From an optimization exercise on the open Yosys and OpenROAD flow, aimed at small area; shortcuts taken in it are not production practice. Function was checked by simulation only, so behaviour that the tests miss may differ from the original. Power figures rest on the tool's default switching activity, not on a simulated workload.

==> flow/design.v <==
package wasm_pkg;
    localparam int CTRL_STACK_DEPTH = 64;
    localparam int CALL_FRAME_DEPTH = 16;
    typedef enum logic [2:0] {
        OP_NOP     = 3'd0,
        OP_PUSH    = 3'd1,
        OP_POP     = 3'd2,
        OP_REPLACE = 3'd3,
        OP_BRANCH  = 3'd4,
        OP_CALL    = 3'd5,
        OP_RETURN  = 3'd6,
        OP_RSVD    = 3'd7
    } ctrl_op_e;
    typedef enum logic [2:0] {
        ERR_NONE     = 3'd0,
        ERR_LBL_OVF  = 3'd1,
        ERR_LBL_UNF  = 3'd2,
        ERR_BR_RANGE = 3'd3,
        ERR_FRM_OVF  = 3'd4,
        ERR_FRM_UNF  = 3'd5,
        ERR_ILLEGAL  = 3'd6
    } ctrl_err_e;
    function automatic int max_int(input int a, input int b);
        max_int = (a > b) ? a : b;
    endfunction
endpackage
module wasm_ctrl_frame_ptr_stack #(
    parameter int FRAME_DEPTH = 16,
    parameter int SP_W        = 7,
    parameter int FP_W        = $clog2(FRAME_DEPTH + 1)
) (
    input  logic            clk,
    input  logic            rst_n,
    input  logic            push,
    input  logic            pop,
    input  logic [SP_W-1:0] push_base,
    output logic [SP_W-1:0] top_base,
    output logic [FP_W-1:0] fp,
    output logic            full,
    output logic            empty
);
    logic [FRAME_DEPTH-1:0] sel_top;
    logic [FRAME_DEPTH-1:0] wr;
    logic [FRAME_DEPTH-1:0] keep;
    logic [SP_W-1:0]        slot_q [FRAME_DEPTH];
    assign full  = (fp == FP_W'(FRAME_DEPTH));
    assign empty = (fp == '0);
    always_ff @(posedge clk or negedge rst_n) begin
        if (!rst_n) begin
            fp <= '0;
        end else if (push) begin
            fp <= fp + FP_W'(1);
        end else if (pop) begin
            fp <= fp - FP_W'(1);
        end
    end
    for (genvar i = 0; i < FRAME_DEPTH; i++) begin : g_slot
        assign sel_top[i] = (fp == FP_W'(i + 1));
        assign wr[i]      = push && (fp == FP_W'(i));
        assign keep[i]    = (fp > FP_W'(i));
        always_ff @(posedge clk) begin
            slot_q[i] <= ({SP_W{wr[i]}} & push_base) | ({SP_W{keep[i]}} & slot_q[i]);
        end
    end
    always_comb begin
        top_base = '0;
        for (int i = 0; i < FRAME_DEPTH; i++) begin
            top_base = top_base | ({SP_W{sel_top[i]}} & slot_q[i]);
        end
    end
endmodule
module wasm_ctrl_frame_stack #(
    parameter int DEPTH       = wasm_pkg::CTRL_STACK_DEPTH,
    parameter int ENTRY_W     = 64,
    parameter int FRAME_DEPTH = wasm_pkg::CALL_FRAME_DEPTH
) (
    input  logic                              clk,
    input  logic                              rst_n,
    input  logic                              op_valid,
    output logic                              op_ready,
    input  logic [2:0]                        op_code,
    input  logic [ENTRY_W-1:0]                op_data,
    input  logic [7:0]                        op_depth,
    input  logic                              err_clr,
    output logic [ENTRY_W-1:0]                top_data,
    output logic [ENTRY_W-1:0]                branch_target,
    output logic                              branch_ok,
    output logic [$clog2(DEPTH + 1)-1:0]      sp,
    output logic [$clog2(DEPTH + 1)-1:0]      frame_base,
    output logic [$clog2(FRAME_DEPTH + 1)-1:0] fp,
    output logic                              empty,
    output logic                              full,
    output logic                              err,
    output logic [2:0]                        err_code
);
    localparam int SP_W       = $clog2(DEPTH + 1);
    localparam int FP_W       = $clog2(FRAME_DEPTH + 1);
    localparam int AW         = $clog2(DEPTH);
    localparam int SLICE_ROWS = 8;
    localparam int LW         = $clog2(SLICE_ROWS);
    localparam int N_SLICES   = DEPTH / SLICE_ROWS;
    localparam int HW         = SP_W - LW;
    logic [SP_W-1:0]    sp_nxt, fb_nxt;
    logic [SP_W-1:0]    spm1, cnt;
    logic [2:0]         fault_code;
    logic [SP_W-1:0]    br_sp;
    logic [AW-1:0]      br_x, waddr;
    logic               accept;
    logic               do_push, do_replace, we;
    logic               f_push, f_pop, f_full, f_empty;
    logic [SP_W-1:0]    f_top;
    logic               phase;
    logic [ENTRY_W-1:0] wdata;
    logic [ENTRY_W-1:0] top_raw, br_raw;
    logic [SLICE_ROWS-1:0] top_lo, br_lo, wr_lo, lt_lo;
    logic [N_SLICES-1:0]   top_hi, br_hi, wr_hi, lt_all, lt_eq;
    logic [ENTRY_W-1:0] top_part [N_SLICES];
    logic [ENTRY_W-1:0] br_part  [N_SLICES];
    wasm_ctrl_frame_ptr_stack #(
        .FRAME_DEPTH (FRAME_DEPTH),
        .SP_W        (SP_W),
        .FP_W        (FP_W)
    ) u_frames (
        .clk       (clk),
        .rst_n     (rst_n),
        .push      (f_push),
        .pop       (f_pop),
        .push_base (frame_base),
        .top_base  (f_top),
        .fp        (fp),
        .full      (f_full),
        .empty     (f_empty)
    );
    assign empty     = (cnt == '0);
    assign full      = (sp == SP_W'(DEPTH));
    assign branch_ok = (op_depth < {1'b0, cnt});
    assign br_sp     = sp + ~op_depth[SP_W-1:0];
    assign br_x      = br_sp[AW-1:0];
    assign accept    = op_valid && !err;
    assign op_ready  = !err;
    assign waddr = do_replace ? spm1[AW-1:0] : sp[AW-1:0];
    assign we    = do_push || do_replace;
    for (genvar j = 0; j < SLICE_ROWS; j++) begin : g_lo
        assign top_lo[j] = (spm1[LW-1:0] == LW'(j));
        assign br_lo[j]  = (br_x[LW-1:0] == LW'(j));
        assign wr_lo[j]  = (waddr[LW-1:0] == LW'(j));
        assign lt_lo[j]  = (sp[LW-1:0] > LW'(j));
    end
    for (genvar g = 0; g < N_SLICES; g++) begin : g_hi
        assign top_hi[g] = !empty && (spm1[AW-1:LW] == (AW-LW)'(g));
        assign br_hi[g]  = branch_ok && (br_x[AW-1:LW] == (AW-LW)'(g));
        assign wr_hi[g]  = we && (waddr[AW-1:LW] == (AW-LW)'(g));
        assign lt_all[g] = (sp[SP_W-1:LW] > HW'(g));
        assign lt_eq[g]  = (sp[SP_W-1:LW] == HW'(g));
    end
    always_ff @(posedge clk or negedge rst_n) begin
        if (!rst_n) phase <= 1'b0;
        else        phase <= !phase;
    end
    assign wdata = op_data ^ {ENTRY_W{phase}};
    for (genvar g = 0; g < N_SLICES; g++) begin : g_slice
        wasm_ctrl_label_slice #(
            .ROWS    (SLICE_ROWS),
            .ENTRY_W (ENTRY_W)
        ) u_slice (
            .clk      (clk),
            .top_hi   (top_hi[g]),
            .top_lo   (top_lo),
            .br_hi    (br_hi[g]),
            .br_lo    (br_lo),
            .wr_hi    (wr_hi[g]),
            .wr_lo    (wr_lo),
            .lt_all   (lt_all[g]),
            .lt_eq    (lt_eq[g]),
            .lt_lo    (lt_lo),
            .wdata    (wdata),
            .top_part (top_part[g]),
            .br_part  (br_part[g])
        );
    end
    always_comb begin
        top_raw = '0;
        br_raw  = '0;
        for (int g = 0; g < N_SLICES; g++) begin
            top_raw = top_raw | top_part[g];
            br_raw  = br_raw  | br_part[g];
        end
    end
    assign top_data      = top_raw ^ {ENTRY_W{phase && !empty}};
    assign branch_target = br_raw  ^ {ENTRY_W{phase && branch_ok}};
    always_comb begin
        sp_nxt     = sp;
        fb_nxt     = frame_base;
        do_push    = 1'b0;
        do_replace = 1'b0;
        f_push     = 1'b0;
        f_pop      = 1'b0;
        fault_code = wasm_pkg::ERR_NONE;
        if (accept) begin
            case (op_code)
                wasm_pkg::OP_PUSH: begin
                    if (full) fault_code = wasm_pkg::ERR_LBL_OVF;
                    else begin
                        do_push = 1'b1;
                        sp_nxt  = sp + SP_W'(1);
                    end
                end
                wasm_pkg::OP_POP: begin
                    if (empty) fault_code = wasm_pkg::ERR_LBL_UNF;
                    else sp_nxt = spm1;
                end
                wasm_pkg::OP_REPLACE: begin
                    if (empty) fault_code = wasm_pkg::ERR_LBL_UNF;
                    else do_replace = 1'b1;
                end
                wasm_pkg::OP_BRANCH: begin
                    if (!branch_ok) fault_code = wasm_pkg::ERR_BR_RANGE;
                    else sp_nxt = br_sp;
                end
                wasm_pkg::OP_CALL: begin
                    if (f_full) fault_code = wasm_pkg::ERR_FRM_OVF;
                    else begin
                        f_push = 1'b1;
                        fb_nxt = sp;
                    end
                end
                wasm_pkg::OP_RETURN: begin
                    if (f_empty) fault_code = wasm_pkg::ERR_FRM_UNF;
                    else begin
                        f_pop  = 1'b1;
                        sp_nxt = frame_base;
                        fb_nxt = f_top;
                    end
                end
                wasm_pkg::OP_RSVD: fault_code = wasm_pkg::ERR_ILLEGAL;
                default: ;
            endcase
        end
    end
    always_ff @(posedge clk or negedge rst_n) begin
        if (!rst_n) begin
            sp         <= '0;
            spm1       <= '1;
            cnt        <= '0;
            frame_base <= '0;
            err        <= 1'b0;
            err_code   <= wasm_pkg::ERR_NONE;
        end else begin
            sp         <= sp_nxt;
            spm1       <= sp_nxt - SP_W'(1);
            cnt        <= sp_nxt - fb_nxt;
            frame_base <= fb_nxt;
            if (fault_code != wasm_pkg::ERR_NONE) begin
                err      <= 1'b1;
                err_code <= fault_code;
            end else if (err_clr) begin
                err      <= 1'b0;
                err_code <= wasm_pkg::ERR_NONE;
            end
        end
    end
endmodule
module wasm_ctrl_label_slice #(
    parameter int ROWS    = 8,
    parameter int ENTRY_W = 64
) (
    input  logic               clk,
    input  logic               top_hi,
    input  logic [ROWS-1:0]    top_lo,
    input  logic               br_hi,
    input  logic [ROWS-1:0]    br_lo,
    input  logic               wr_hi,
    input  logic [ROWS-1:0]    wr_lo,
    input  logic               lt_all,
    input  logic               lt_eq,
    input  logic [ROWS-1:0]    lt_lo,
    input  logic [ENTRY_W-1:0] wdata,
    output logic [ENTRY_W-1:0] top_part,
    output logic [ENTRY_W-1:0] br_part
);
    logic [ROWS-1:0] sel_top, sel_br, wr, keep;
    wasm_ctrl_label_rowsel #(
        .ROWS (ROWS)
    ) u_rowsel (
        .top_hi  (top_hi),
        .top_lo  (top_lo),
        .br_hi   (br_hi),
        .br_lo   (br_lo),
        .wr_hi   (wr_hi),
        .wr_lo   (wr_lo),
        .lt_all  (lt_all),
        .lt_eq   (lt_eq),
        .lt_lo   (lt_lo),
        .sel_top (sel_top),
        .sel_br  (sel_br),
        .wr      (wr),
        .keep    (keep)
    );
    wasm_ctrl_label_rows #(
        .ROWS    (ROWS),
        .ENTRY_W (ENTRY_W)
    ) u_rows (
        .clk      (clk),
        .sel_top  (sel_top),
        .sel_br   (sel_br),
        .wr       (wr),
        .keep     (keep),
        .wdata    (wdata),
        .top_part (top_part),
        .br_part  (br_part)
    );
endmodule
module wasm_ctrl_label_rowsel #(
    parameter int ROWS = 8
) (
    input  logic            top_hi,
    input  logic [ROWS-1:0] top_lo,
    input  logic            br_hi,
    input  logic [ROWS-1:0] br_lo,
    input  logic            wr_hi,
    input  logic [ROWS-1:0] wr_lo,
    input  logic            lt_all,
    input  logic            lt_eq,
    input  logic [ROWS-1:0] lt_lo,
    output logic [ROWS-1:0] sel_top,
    output logic [ROWS-1:0] sel_br,
    output logic [ROWS-1:0] wr,
    output logic [ROWS-1:0] keep
);
    for (genvar r = 0; r < ROWS; r++) begin : g_row
        assign sel_top[r] = top_hi && top_lo[r];
        assign sel_br[r]  = br_hi && br_lo[r];
        assign wr[r]      = wr_hi && wr_lo[r];
        assign keep[r]    = (lt_all || (lt_eq && lt_lo[r])) && !wr[r];
    end
endmodule
module wasm_ctrl_label_rows #(
    parameter int ROWS    = 8,
    parameter int ENTRY_W = 64
) (
    input  logic               clk,
    input  logic [ROWS-1:0]    sel_top,
    input  logic [ROWS-1:0]    sel_br,
    input  logic [ROWS-1:0]    wr,
    input  logic [ROWS-1:0]    keep,
    input  logic [ENTRY_W-1:0] wdata,
    output logic [ENTRY_W-1:0] top_part,
    output logic [ENTRY_W-1:0] br_part
);
    logic [ENTRY_W-1:0] row_q [ROWS];
    for (genvar r = 0; r < ROWS; r++) begin : g_row
        always_ff @(posedge clk) begin
            row_q[r] <= ~(({ENTRY_W{wr[r]}} & wdata) | ({ENTRY_W{keep[r]}} & row_q[r]));
        end
    end
    always_comb begin
        top_part = '0;
        br_part  = '0;
        for (int r = 0; r < ROWS; r++) begin
            top_part = top_part | ({ENTRY_W{sel_top[r]}} & row_q[r]);
            br_part  = br_part  | ({ENTRY_W{sel_br[r]}}  & row_q[r]);
        end
    end
endmodule
==> flow/standard.sh <==
#!/bin/bash
# synth_recipe.tcl (not shown) runs the flow's synth.tcl, then flattens the netlist and writes it again
# the make line also repeats each setting of config.mk as NAME=value (left out here)
make -C /OpenROAD-flow-scripts/flow DESIGN_CONFIG=/design/flow/config.mk WORK_HOME=/design/flow/orfs CLKGATE_MAP_FILE= SYNTH_SCRIPT=/design/flow/synth_recipe.tcl "${@:-finish}"
==> flow/constraint.sdc <==
create_clock -name core_clock -period 10.0 [get_ports {clk}]
set_input_delay 2.0000 -clock core_clock [delete_from_list [all_inputs] [get_ports {clk}]]
set_output_delay 2.0000 -clock core_clock [all_outputs]
set_load 0.01 [all_outputs]
==> flow/config.mk <==
export PLATFORM = sky130hd
export DESIGN_NAME = wasm_ctrl_frame_stack
export DESIGN_NICKNAME = wasm_ctrl_frame_stack
export VERILOG_FILES = /design/flow/design.v
export SDC_FILE = /design/flow/constraint.sdc
export NUM_CORES = 4
export LEC_CHECK = 0
export CAP_MARGIN = 30
export CELL_PAD_IN_SITES_DETAIL_PLACEMENT = 2
export CELL_PAD_IN_SITES_GLOBAL_PLACEMENT = 2
export CORE_MARGIN = 2
export CORE_UTILIZATION = 25
export CTS_BUF_LIST = sky130_fd_sc_hd__clkbuf_8
export CTS_CLUSTER_DIAMETER = 50
export CTS_CLUSTER_SIZE = 10
export PLACE_DENSITY = 0.35
export SETUP_SLACK_MARGIN = 0.5
export SLEW_MARGIN = 20
export SYNTH_HIERARCHICAL = 1
==> flow/flow/run.sh <==
#!/bin/bash
# Layout flow: the standard ORFS flow (standard.sh, standard synthesis unchanged), with
# two choices changed:
#  - the port buffers that global placement inserts on every input and output use
#    sky130_fd_sc_hd__buf_2 instead of the default clock-delay buffer;
set -euo pipefail
export BUFFER_PORTS_ARGS="-buffer_cell sky130_fd_sc_hd__buf_2"
export CTS_ARGS="-sink_clustering_enable -repair_clock_nets -buf_list {sky130_fd_sc_hd__clkbuf_8} -sink_clustering_size 10 -sink_clustering_max_diameter 50 -dont_use_dummy_load"
bash standard.sh finish > flow_make.log 2>&1
==> impl_metrics.toml, run 1 <==
[outcome]
outcome = "complete, no violations"

[worst_hold_path]
holdCritStartpoint = "u_frames.slot_q[0][0]"
hold_end = "u_frames.slot_q[0][0]"
whs_path_depth = 2
hold_path.class = "reg -> reg"

[cells_and_area]
drive_above_1_share = 0.146
synthToLayoutAreaGrowth_pct = 11.8
final_nets = 17100
fin_area_sq_mm = 0.199
finalNonFillerCells = 26600

[global_routing]
antenna_found_initial = 150
grt_first_pass_wirelength_um = 1710000
grt_usage = 0.344
grt-ovfl-total = 0
grt_max_degree = 65
first_global_vias = 180000

[setup_path]
crit_type = "in -> out"
crit-reg2reg-launch = "cnt[3]"
worst_setup_path_start_kind = "input port"
slowest_stage = "nand4_1"
cp_num_cells = 21
path_max_fanout = 15
path_buf_inv = 8
arrival_ns = 7.56
max_stage_delay_ns = 0.89
required_ns = 8.00
crit_family = "simple AND/OR/NAND/NOR gates"
endpoint_kind = "primary output"
rrSetupSlack_ns = 4.12
worstPathCellList = "buf_2, inv_1, ha_1, fa_1, a21o_1, a21oi_1, xnor2_1, buf_4, nand3_2, nor2_1, buf_4, and2_4, buf_4, a22oi_1, nand4_1, nor4_4, buf_4, nand2_1, xnor2_1, buf_4, buf_2"
worst_path_most_repeated_cell = "buf_4"
worst-r2r-cell-count = 11
r2r-end = "g_slice[7].u_slice.u_rows.row_q[1][13]"

[placed_design]
portBuffers = 233
place_area_sq_mm = 0.189
pre_cts_ws_ns = 0.259
place_inst = 25800
dp_hpwl_um = 824000
place_congestion = 0.865

[cts]
cts_buffers = 687
cts_tree = "done"
clk_latency_ns = 1.42
cts_root_buf = "clkbuf_8"
path_clk_slew_ns = 0.07
ctsHoldBuffers = 0
clockBufferDepth = 4
clock-sinks = 4246
cts_max_level = 6

[floorplanning]
initial_core_util = 0.250
die_w_um = 848
die_h_um = 848
rows = 310
core_area_sq_mm = 0.712
die-area_sq_mm = 0.720
pin_count = 234

[timing]
min_period_ns = 9.56
fin_ws_ns = 0.440
worst_pin_slew_ns = 1.21
period_share = 0.956
max_slew_margin = 0.192
fmax_mhz = 105
skew_ns = 0.127
rsz0062_at_grt = "false"
hold_viol = 0
fin_setup_tns_ns = 0
setup_viol = 0
slew_violations = 0

[synthesis]
synthArstFlopShare = 0.00895
synth.top_cells.by_count = "a22oi_1, dfxtp_1, buf_2"
synth_fp_nets = 17600
synth_top_area_share = 0.473
synth-edff-count = 0
synth_warnings = 13
ys_seq_area_frac = 0.478
yosys.cell_count.top_type = "a22oi_1"
avgSynthCellArea_sq_um = 10.2
synth_area_leader_cell = "dfxtp_1"
synth_cell_types = 97
synth_ff_type = "dfxtp_1"
netlist_area_sq_mm = 0.178
synth-seq-cells = 4246
synth_cells = 17500
synthTopCellsByArea = "dfxtp_1, a22oi_1, nand4_1, buf_2, buf_6"

[detailed_routing]
via_count = 177000
dr_wl_met3_um = 98400
viasPerCell = 6.67
drtIter0Drc = 23300
routed_wl_um = 1300000
wl_met2_um = 582000
wl_met1_um = 548000
first_pass_iters = 6
dr.max_layer_used = "met5"
drc = 0
wire_per_inst_um = 48.9
antenna_left = 0

[power]
vdd_drop_max_uv = 308
leakage_nw = 73.3
p_per_area_mw_per_mm2 = 405

[flow_run]
drv_cap = 0
worst register-to-register path: stages (launching register included):
cell and delay, ns:
dfrtp_1 0.42, nor4_4 0.53, nand2_1 0.34, nand4_1 0.65, inv_1 0.25, a32oi_1 0.50, nor2_1 0.32, and2_4 0.43
nor2_4 0.90, buf_4 0.65, buf_4 0.60, a22oi_1 0.15
cells by family after synthesis:
kind of cell | share of synthesized area
AO/OA/AOI/OAI | 0.359
XOR/XNOR | 0.0105
adder cells (fa/ha/maj) | 0.00233
buffers and inverters | 0.0834
flip-flops | 0.478
multiplexers | 0.00171
AND/OR/NAND/NOR | 0.0650
power breakdown:
group          total, W  switching [W]  internal, W
Clock            0.0133        0.00728      0.00602
Combinational    0.0345         0.0244       0.0101
Sequential       0.0329        0.00721       0.0257
worst max path at each step:
stage	startpoint	to	slack (ns)
global placement	op_depth[0]	branch_target[12]	-0.39
finish	op_depth[0]	branch_target[57]	0.44
floorplan	op_depth[0]	branch_target[54]	3.20
CTS	op_depth[0]	branch_target[5]	0.48
detailed placement	op_depth[0]	branch_target[5]	0.26
global route	op_depth[0]	branch_target[12]	0.52
layout by cell type, fill, tap and decap left out, types with 23 or more instances in the layout:
cell      synthesis  final
dfxtp_1        4208   4208
clkbuf_8          2    687
nor4_4            1     26
nand2_1         195    193
dfrtp_1          31     23
buf_2          1286    244
a22o_1          100    100
nand3_1          26     25
xnor2_1         139    137
a22oi_1        8203   8203
o21ai_0          34     33
xor2_4            0     64
buf_4            61    851
nand4_1        1033   1033
nor2_4            0     64
nor2_1          137     61
nor4_2            2    105
nor4_1          257    129
buf_12            0    140
and2_4            8    192
inv_1            44     44
ha_1             30     30
a21oi_1          90     90
diode_2           0     34
through the flow:
step / util / hold slack [ns] / total power (W)
finish: 0.280 / 0.465 / 0.0807
global route: 0.280 / 0.480 / 0.0835
CTS: 0.279 / 0.469 / 0.0802
detailed placement: 0.266 / 0.454 / 0.0666
global placement: 0.264 / 0.438 / 0.0651
floorplan: - / 0.420 / 0.0454
state kept, by name, summed over array words and instances, names as in the netlist, 3 cells and up:
register                      count
spm1                              7
cnt                               7
sp                                7
frame_base                        7
u_frames.slot_q                 112
u_frames.fp                       5
err_code                          3
g_slice.u_slice.u_rows.row_q   4096
final cells by class:
class / count / area (sq um)
timing repair buffer: 1268 / 11100
sequential: 4246 / 85200
antenna: 34 / 85.1
inverter: 48 / 188
tap: 9516 / 11900
clock buffer: 687 / 9460
multi-input combinational: 10800 / 81400
fill: 77100 / 512000
routing by layer:
| layer | global-route usage | up-vias |
|---|---|---|
| li1 | - | 69100 |
| met1 | 0.450 | 95500 |
| met2 | 0.546 | 9864 |
| met3 | 0.0645 | 2775 |
| met4 | 0.161 | 40 |
| met5 | 0 | - |
repair_timing:
item / in CTS / in global routing
setup buffers: 0 / 1
pin swaps: 1 / 2
resized for setup: 9 / 5
setup endpoints to repair: 8 / 12
==> inputs of run 2 (changes only) <==
--- a/flow/config.mk
+++ b/flow/config.mk
@@ -11,3 +11,3 @@
 export CORE_MARGIN = 2
-export CORE_UTILIZATION = 25
+export CORE_UTILIZATION = 30
 export CTS_BUF_LIST = sky130_fd_sc_hd__clkbuf_8
@@ -15,3 +15,3 @@
 export CTS_CLUSTER_SIZE = 10
-export PLACE_DENSITY = 0.35
+export PLACE_DENSITY = 0.4
 export SETUP_SLACK_MARGIN = 0.5
==> impl_metrics.toml, run 2 <==
[setup_path]
crit_type = "in -> out"
worstPathCellList = "buf_2, inv_1, ha_1, fa_1, xnor2_1, nor2_2, buf_8, and2_4, buf_4, a22oi_1, nand4_1, nor4_2, nand2_1, xnor2_1, buf_4, buf_2"
worst_setup_path_start_kind = "input port"
path_max_fanout = 38
max_stage_delay_ns = 0.75
required_ns = 8.00
path_buf_inv = 6
slowest_stage = "nor4_2"
arrival_ns = 7.54
crit_family = "simple AND/OR/NAND/NOR gates"
endpoint_kind = "primary output"

[timing]
setup_viol = 0
slew_violations = 0
worst_pin_slew_ns = 1.23
min_period_ns = 9.54
fin_ws_ns = 0.461
period_share = 0.954
max_slew_margin = 0.173
hold_viol = 0
fmax_mhz = 105
rsz0062_at_grt = "true"
skew_ns = 0.106
worst_hold_slack_ns = 0.451

[synthesis]
synth-seq-cells = 4246
synth_warnings = 13
synth_area_leader_cell = "dfxtp_1"
synth_ff_type = "dfxtp_1"
netlist_area_sq_mm = 0.178
yosys.cell_count.top_type = "a22oi_1"
avgSynthCellArea_sq_um = 10.2
synth-edff-count = 0
synth_fp_nets = 17600
synth_top_area_share = 0.473
synth_cell_types = 97
synth_cells = 17500
ys_seq_area_frac = 0.478
synthTopCellsByArea = "dfxtp_1, a22oi_1, nand4_1, buf_2, buf_6"
synth.top_cells.by_count = "a22oi_1, dfxtp_1, buf_2"
synthArstFlopShare = 0.00895

[detailed_routing]
drc = 0
viasPerCell = 7.21
via_count = 178000
drtIter0Drc = 25300
dr_wl_met3_um = 111000
wl_met1_um = 492000
routed_wl_um = 1210000
wl_met2_um = 532000
dr.max_layer_used = "met5"
first_pass_iters = 8
wire_per_inst_um = 48.9
antenna_left = 0

[cts]
cts_max_level = 6
cts_tree = "done"
clk_latency_ns = 1.35
ctsHoldBuffers = 0
clock-sinks = 4246
path_clk_slew_ns = 0.07
clockBufferDepth = 4
cts_root_buf = "clkbuf_8"
cts_buffers = 653

[outcome]
outcome = "complete, no violations"

[placed_design]
dp_hpwl_um = 764000
pre_cts_ws_ns = 0.295
portBuffers = 233
place_congestion = 0.888

[global_routing]
first_global_vias = 179000
grt_first_pass_wirelength_um = 1610000
grt-ovfl-total = 0
grt_usage = 0.381
grt_max_degree = 65
antenna_found_initial = 109

[cells_and_area]
synthToLayoutAreaGrowth_pct = 9.17
final_cell_mix = "a22oi_1, dfxtp_1, nand4_1"
top_regs = "g_slice.u_slice.u_rows.row_q: 4096 flops, u_frames.slot_q: 112 flops"
largest_reg_flops = 4096
fillCellCount = 63300
final_common_cell = "a22oi_1"
register_area_sq_mm = 0.0852
regMostFlops = "g_slice.u_slice.u_rows.row_q"
final_nets = 16900
multi_input_comb_area_sq_mm = 0.0812
drive_above_1_share = 0.133

[power]
vdd_drop_max_uv = 260
p_clk_frac = 0.163
power_w = 0.0786
p_per_area_mw_per_mm2 = 404
leakage_nw = 72.0
power.switching_w = 0.0375
power_frac_seq = 0.419
swShare = 0.477
comb_power_share = 0.419
p_int_w = 0.0411

[floorplanning]
die_w_um = 775
die_h_um = 775
initial_core_util = 0.301
core_area_sq_mm = 0.593
die-area_sq_mm = 0.600
pin_count = 234
rows = 283

[flow_run]
drv_cap = 0

[worst_hold_path]
hold_path.class = "reg -> reg"
-- run 2: cell counts after synthesis --
No cell type changed its count.
-- run 2: layout make-up --
type	instances	share of cell area
timing repair buffer	1088	0.0473
tap	7837	0.0504
clock buffer	653	0.0462
inverter	48	0.000964
antenna	24	0.000309
multi-input combinational	10800	0.417
sequential	4246	0.438
-- run 2: tightest hold or removal path, stage by stage (launching register included) --
cell and delay, ns:
dfxtp_1 0.31, nand2_1 0.05, o21ai_1 0.05
-- run 2: repair_timing --
item	CTS	global route
hold endpoints to repair	0	0
setup endpoints to repair	9	5
pin swaps	1	4
gates resized for setup	1	2
buffers inserted	0	0
cloned	0	2
-- run 2: through the flow --
step / instance area (sq um) / cells / utilization / setup TNS [ns]
finish: 195000 / 24700 / 0.328 / 0
global route: 195000 / 24600 / 0.328 / 0
detailed placement: 185000 / 23900 / 0.312 / 0
floorplan: 178000 / 17500 / - / 0
CTS: 194000 / 24600 / 0.327 / 0
global placement: 184000 / 23900 / 0.309 / -0.0186
-- run 2: logic make-up (layout without fill, tap and decap cells) --
kind of cell	count (synthesis)	after routing	share of synthesized area
muxes	27	27	0.00171
AOI/OAI and AO/OA	8538	8538	0.359
DFF	4246	4246	0.478
adders and majority gates	32	32	0.00233
other	0	24	0
and+or+nand+nor	1950	1952	0.0650
buffers and inverters	2459	1789	0.0834
xor gates and xnor gates	214	214	0.0105
-- run 2: final timing paths --
check | startpoint | end | slack, ns | cells past startpoint
min | u_frames.slot_q[15][0] | u_frames.slot_q[15][0] | 0.45 | 2
min in group asynchronous | rst_n | sp[0] | 0.81 | 2
max | op_depth[0] | branch_target[47] | 0.46 | 16
max in group asynchronous | rst_n | sp[3] | 8.65 | 2
max reg2reg | cnt[3] | g_slice[7].u_slice.u_rows.row_q[1][24] | 3.30 | 11
min reg2reg | u_frames.slot_q[15][0] | u_frames.slot_q[15][0] | 0.45 | 2
-- run 2: power by group through the flow --
stage	Clock [W]	Sequential, W	Combinational (W)
after floorplan	0	0.0305	0.0149
after global placement	0	0.0323	0.0304
after detailed placement	0	0.0327	0.0318
after CTS	0.0130	0.0326	0.0318
after global routing	0.0137	0.0338	0.0335
final	0.0128	0.0329	0.0329
-- run 2: per-layer routing --
| layer | GRT usage | vias to the layer above |
|---|---|---|
| met5 | 0.00150 | - |
| met4 | 0.199 | 32 |
| met3 | 0.0835 | 3096 |
| met2 | 0.590 | 11200 |
| met1 | 0.495 | 94900 |
| li1 | - | 68700 |

[port drivers added, routing unchanged]
In the flow no input, the clock included, has a driving cell. The finished layouts below were timed again as built, in two steps. Step 1, drivers: a clkbuf_16 drives clk and a buf_2 each remaining input, both assumed. Step 2 also shifts input and output timing later by t, the mid clock arrival at the registers, as if the neighbouring blocks saw the same clock. Three values: no drivers, after step 1, after step 2; two values: the first two.
run	t, ns	setup slack, ns	slew at the worst register clock pin (ns)
run 1	1.481	0.440 / 0.389 / 0.389	0.08 / 0.08
run 2	1.424	0.461 / 0.428 / 0.428	0.08 / 0.08
After both steps every run listed still meets setup and hold. The setup slack of run 1, which loses most, moves by -0.051 ns with the drivers and by -0.051 ns with both steps.
